Context: an optimization exercise on an open-source flow, tuned for small area. The choices shown serve that exercise and are no tape-out recipe.
RTL that was checked went through simulation tests only; none was proved equivalent to the original.
No activity file was given, so power comes from the tool's default toggle rates.

## JK
## pci_lite_top
module pci_lite_top (
    input  logic                                 clk,
    input  logic                                 arst_n,
    input  logic                                 start,
    input  logic                                 write,
    input  logic [31:0]                          addr,
    input  logic [2:0]                           count,
    input  logic [31:0]                          wdata,
    output logic                                 word_taken,
    output logic [31:0]                          rdata,
    output logic                                 rdata_valid,
    output logic                                 busy,
    output logic                                 done,
    output logic                                 abort,
    input  logic [3:0]                           ext_req,
    output logic [3:0]                           ext_gnt
);
Settings: LEC_CHECK=0, CAP_MARGIN=20, CORE_MARGIN=2, CORE_UTILIZATION=40, CTS_BUF_LIST=sky130_fd_sc_hd__clkbuf_16, CTS_CLUSTER_DIAMETER=100, CTS_CLUSTER_SIZE=30, PLACE_DENSITY=0.6, SLEW_MARGIN=20, SYNTH_HIERARCHICAL=1; clock period 5.0 ns.
standard.sh (not shown) runs the stock make flow with config.mk's settings and CLKGATE_MAP_FILE= SYNTH_SCRIPT=/design/flow/synth_recipe.tcl, a recipe that flattens the netlist after the stock synthesis.
==> flow/flow/run.sh <==
#!/bin/bash
# Standard layout, with the port buffers made as the smallest buffer cell
# and a clock tree without dummy loads.
set -euo pipefail
export BUFFER_PORTS_ARGS="-buffer_cell sky130_fd_sc_hd__buf_1"
export CTS_ARGS="-sink_clustering_enable -repair_clock_nets -buf_list sky130_fd_sc_hd__clkbuf_16 -sink_clustering_size 30 -sink_clustering_max_diameter 100 -dont_use_dummy_load -root_buf sky130_fd_sc_hd__clkbuf_4"
export GPL_KEEP_OVERFLOW=0
bash standard.sh > standard_flow.log 2>&1
The final layout from JK, which completed every stage, passed the timing, DRC and antenna checks at the end of the flow.
Changes in MS relative to JK:
==> flow/flow/run.sh <==
#!/bin/bash
# Standard layout, with the port buffers made as the smallest buffer cell
# and a clock tree without dummy loads.
set -euo pipefail
export BUFFER_PORTS_ARGS="-buffer_cell sky130_fd_sc_hd__buf_1"
export CTS_ARGS="-sink_clustering_enable -repair_clock_nets -buf_list sky130_fd_sc_hd__buf_8 -sink_clustering_size 22 -sink_clustering_max_diameter 80 -dont_use_dummy_load -root_buf sky130_fd_sc_hd__clkbuf_4"
bash standard.sh > standard_flow.log 2>&1
## What came out
- The global-route wire length before repair reported for MS is smaller than that of JK by 280 um.
- Compared with JK, in MS average via count per standard cell essentially unchanged, post-layout utilization of the core decreased 2.3 points, routed wire length increased 0.44%, combinational cell fraction of total power decreased 1.0 points.
- MS against JK: final weighted congestion in routability-driven placement saw an increase, worst-case setup margin in the final layout shows a reduction of 250 ps, sequential share of layout area now sits higher.
- JK was larger in final cell area than MS.
[inputs] AL vs MS
# MS
export LEC_CHECK = 0
export CAP_MARGIN = 20
export CORE_MARGIN = 2
export CORE_UTILIZATION = 40
export CTS_BUF_LIST = sky130_fd_sc_hd__clkbuf_16
export CTS_CLUSTER_DIAMETER = 100
export CTS_CLUSTER_SIZE = 30
export PLACE_DENSITY = 0.6
export SLEW_MARGIN = 20
export SYNTH_HIERARCHICAL = 1
create_clock -name core_clock -period 5.0 [get_ports {clk}]
# AL
export LEC_CHECK = 0
export CAP_MARGIN = 0
export CORE_MARGIN = 2
export CORE_UTILIZATION = 40
export CTS_BUF_LIST = sky130_fd_sc_hd__clkbuf_16
export CTS_CLUSTER_DIAMETER = 100
export CTS_CLUSTER_SIZE = 30
export PLACE_DENSITY = 0.6
export SLEW_MARGIN = 0
export SYNTH_HIERARCHICAL = 1
create_clock -name core_clock -period 5.0 [get_ports {clk}]
==> flow/flow/run.sh <==
#!/bin/bash
# Standard layout, with the port buffers made as the smallest buffer cell
# and a clock tree without dummy loads.
set -euo pipefail
export BUFFER_PORTS_ARGS="-buffer_cell sky130_fd_sc_hd__buf_1"
export CTS_ARGS="-sink_clustering_enable -repair_clock_nets -buf_list sky130_fd_sc_hd__clkbuf_16 -sink_clustering_size 30 -sink_clustering_max_diameter 100 -dont_use_dummy_load -root_buf sky130_fd_sc_hd__clkbuf_4"
bash standard.sh > standard_flow.log 2>&1
==> comparison <==
| clock network fraction of total power | lower: MS |
Summary of the comparison: clock tree buffer count of the final layout is lower in AL, relative to MS.
AL vs MS: smallest setup slack after layout up
Comparing AL against MS, there is no change at all in critical path depth.
Between AL and MS, the clock tree cell share of total cell area is higher for AL.
Detailed-router iteration count before antenna repair: AL vs MS identical
Re sequential cell area share: AL and MS aren't equal, and the higher value belongs to MS.

* * *

Another version of the RTL of pci_lite_top (not shown whole).
Size: ~790 cells after synthesis, roughly 350 flip-flops, about 120 I/O pins.
export LEC_CHECK = 0
export CAP_MARGIN = 0
export CORE_MARGIN = 2
export CORE_UTILIZATION = 40
export CTS_BUF_LIST = sky130_fd_sc_hd__clkbuf_8
export PLACE_DENSITY = 0.6
export SLEW_MARGIN = 0
create_clock -name core_clock -period 5.0 [get_ports {clk}]
run.sh (not shown) runs the stock make flow with config.mk's settings and CLKGATE_MAP_FILE= SYNTH_SCRIPT=/design/flow/synth_recipe.tcl, a recipe that flattens the netlist after the stock synthesis.
Stock flow here: none of the scripts above is used.
Edit:
- CAP_MARGIN: 0 -> 20
- CTS_BUF_LIST: sky130_fd_sc_hd__clkbuf_8 -> unset
- SLEW_MARGIN: 0 -> 20
Effect: Cell area barely changes; power rises by a few percent; area after synthesis does not change; clock-buffer cell count falls by 15; setup slack gets better by 0.083 ns; sequential share of layout area barely changes; die area does not change; first-iteration DRC count rises by a few percent.

* * *

v17:
Another version of the RTL of pci_lite_top (not shown whole).
Size in the first run: ~970 cells after synthesis, roughly 340 flip-flops, ~120 I/O pins, roughly 12000 um^2 of cells after synthesis.
Design pci_lite_top, start of the top module:
module pci_lite_top (
    input  logic                                 clk,
    input  logic                                 arst_n,
    input  logic                                 start,
    input  logic                                 write,
    input  logic [31:0]                          addr,
    input  logic [2:0]                           count,
    input  logic [31:0]                          wdata,
    output logic                                 word_taken,
    output logic [31:0]                          rdata,
    output logic                                 rdata_valid,
    output logic                                 busy,
    output logic                                 done,
    output logic                                 abort,
    input  logic [3:0]                           ext_req,
    output logic [3:0]                           ext_gnt
);
clock: 5.0 ns
lec_check: 0
cap_margin: 20
core_margin: 2
core_utilization: 40
cts_buf_list: sky130_fd_sc_hd__clkbuf_16
cts_cluster_diameter: 100
cts_cluster_size: 30
place_density: 0.6
slew_margin: 20
synth_hierarchical: 1
standard.sh (not shown) runs the stock make flow with config.mk's settings and CLKGATE_MAP_FILE= SYNTH_SCRIPT=/design/flow/synth_recipe.tcl, a recipe that flattens the netlist after the stock synthesis.
==> flow/flow/run.sh <==
#!/bin/bash
# Standard layout, with the port buffers made as the smallest buffer cell
# and a clock tree without dummy loads.
set -euo pipefail
export BUFFER_PORTS_ARGS="-buffer_cell sky130_fd_sc_hd__buf_1"
export CTS_ARGS="-sink_clustering_enable -repair_clock_nets -buf_list sky130_fd_sc_hd__buf_12 -sink_clustering_size 27 -sink_clustering_max_diameter 90 -dont_use_dummy_load -root_buf sky130_fd_sc_hd__clkbuf_4"
bash standard.sh > standard_flow.log 2>&1
#### Input delta (v29 over v17)
==> flow/flow/run.sh <==
#!/bin/bash
# Standard layout, with the port buffers made as the smallest buffer cell
# and a clock tree without dummy loads.
set -euo pipefail
export BUFFER_PORTS_ARGS="-buffer_cell sky130_fd_sc_hd__buf_1"
export CTS_ARGS="-sink_clustering_enable -repair_clock_nets -buf_list sky130_fd_sc_hd__buf_12 -sink_clustering_size 30 -sink_clustering_max_diameter 100 -dont_use_dummy_load -root_buf sky130_fd_sc_hd__clkbuf_4"
bash standard.sh > standard_flow.log 2>&1
Findings:
Against v17, v29 reports a total wirelength of the detailed-routed design that is lower.
v29 ends up with lower detail-routed via count per cell than v17 does.
Taking v17 as the reference, in v29 overall routing resource usage was more or less identical; clock input transition at the sequential cells of the worst setup and hold paths was more or less identical.
Re time the worst path needs with I/O delays and setup: v29 is 90 ps down on v17.
Against v17, v29 comes in 0.4 points lower on proportion of power drawn by the clock network.
Fraction of met3 tracks used by global routing in v29 is 0.19 points below v17.
Placeable core region came out exactly the same in v17 and v29.
Between v17 and v29, layout overhead on the synthesized area decreased.
Count of vias placed by the detailed router: lower on v29
Here is what was changed in the inputs of v15 compared with v29.
==> flow/flow/run.sh <==
#!/bin/bash
# Standard layout, with the port buffers made as the smallest buffer cell
# and a clock tree of buf_12 leaf buffers without dummy loads.
set -euo pipefail
export BUFFER_PORTS_ARGS="-buffer_cell sky130_fd_sc_hd__buf_1"
export CTS_ARGS="-sink_clustering_enable -repair_clock_nets -buf_list sky130_fd_sc_hd__buf_12 -sink_clustering_size 27 -sink_clustering_max_diameter 90 -dont_use_dummy_load -root_buf sky130_fd_sc_hd__clkbuf_4"
bash standard.sh > standard_flow.log 2>&1
Notes after the runs:
- In terms of proportion of cell area occupied by multi-input gates, v15 and v29 differ only marginally.
- There was hardly any difference in final area between v29 and v15.
- ~same share of the core filled with cells in the final layout in v29 and v15
- v15: share of total power in the clock network 0.4 points above v29
- Leakage power summed over all cells: v15 vs v29, no meaningful difference
- Compared with v29, v15 shows a fmax that is about 2.2% lower.
- On post-route worst hold slack, v29 beats v15.

* * *

pci_lite_top, a different RTL version from the one above (not shown whole).
Size: roughly 960 cells after synthesis, roughly 350 flip-flops, ~120 I/O pins.
Design pci_lite_top, start of the top module:
module pci_lite_top (
    input  logic                                 clk,
    input  logic                                 arst_n,
    input  logic                                 start,
    input  logic                                 write,
    input  logic [31:0]                          addr,
    input  logic [2:0]                           count,
    input  logic [31:0]                          wdata,
    output logic                                 word_taken,
    output logic [31:0]                          rdata,
    output logic                                 rdata_valid,
    output logic                                 busy,
    output logic                                 done,
    output logic                                 abort,
    input  logic [3:0]                           ext_req,
    output logic [3:0]                           ext_gnt
);
    logic                           local_req;
    logic [pci_lite_pkg::n_req-1:0] arb_gnt;
    logic                           take;
  ...
clock: 5.0 ns
lec_check: 0
cap_margin: 20
core_margin: 2
core_utilization: 40
cts_buf_list: sky130_fd_sc_hd__clkbuf_16
cts_cluster_diameter: 100
cts_cluster_size: 30
place_density: 0.6
slew_margin: 20
synth_hierarchical: 1
==> flow/flow/run.sh <==
#!/bin/bash
# Standard layout, with the port buffers made as the smallest buffer cell.
set -euo pipefail
export BUFFER_PORTS_ARGS="-buffer_cell sky130_fd_sc_hd__buf_1"
bash standard.sh > standard_flow.log 2>&1
The first run ran to the end with no violations.
Next try:
--- a/flow/config.mk
+++ b/flow/config.mk
@@ -7,3 +7,3 @@
 export LEC_CHECK = 0
-export CAP_MARGIN = 20
+export CAP_MARGIN = 0
 export CORE_MARGIN = 2
@@ -13,4 +13,5 @@
 export CTS_CLUSTER_SIZE = 30
+export GPL_TIMING_DRIVEN = 0
 export PLACE_DENSITY = 0.6
-export SLEW_MARGIN = 20
+export SLEW_MARGIN = 0
 export SYNTH_HIERARCHICAL = 1
What happened: Total power increases slightly; routed wire length increases by a few percent; worst setup slack gets worse by 0.17 ns; hold slack gets better by 0.037 ns; die area is unchanged; flip-flop and latch count is unchanged; final cell count increases slightly; sequential power decreases slightly; cell area increases by a few percent.
No run of this note included a check of the RTL's function; only the layout flow was run.

[separate check: timing with driven ports]
The results above use ideal ports. As a check the final layouts listed here were re-extracted and re-timed, cells and wires unchanged.
Step 1 assumes that a clkbuf_16 drives the clock port and a buf_2 every other input.
Step 2 times the ports against the registers' clock, not the clock port: input delays grow and output delays shrink by t, the midpoint of the rising clock arrivals with the driver on.
a / b / c = no drivers / after step 1 / after step 2; a / b = the first two.
run	t, ns	slack for setup (ns)	slew at the worst register clock pin (ns)	pins driven straight from the clock port
JK	0.703	0.873 / 0.828 / 1.530	0.11 / 0.11	1
MS	0.717	0.626 / 0.580 / 1.297	0.12 / 0.12	1
AL	0.715	0.659 / 0.616 / 1.331	0.12 / 0.12	1
the first run of note 2	0.631	0.335 / 0.290 / 0.920	0.07 / 0.07	1
the second run of note 2	0.561	0.418 / 0.370 / 0.931	0.06 / 0.06	1
v17	0.706	0.882 / 0.835 / 1.541	0.11 / 0.11	1
v29	0.691	0.972 / 0.922 / 1.613	0.12 / 0.12	1
v15	0.706	0.882 / 0.835 / 1.541	0.11 / 0.11	1
the first run of note 4	0.546	1.057 / 1.009 / 1.555	0.11 / 0.11	1
the second run of note 4	0.559	0.889 / 0.839 / 1.398	0.12 / 0.12	1
After both steps every run listed still meets setup and hold.
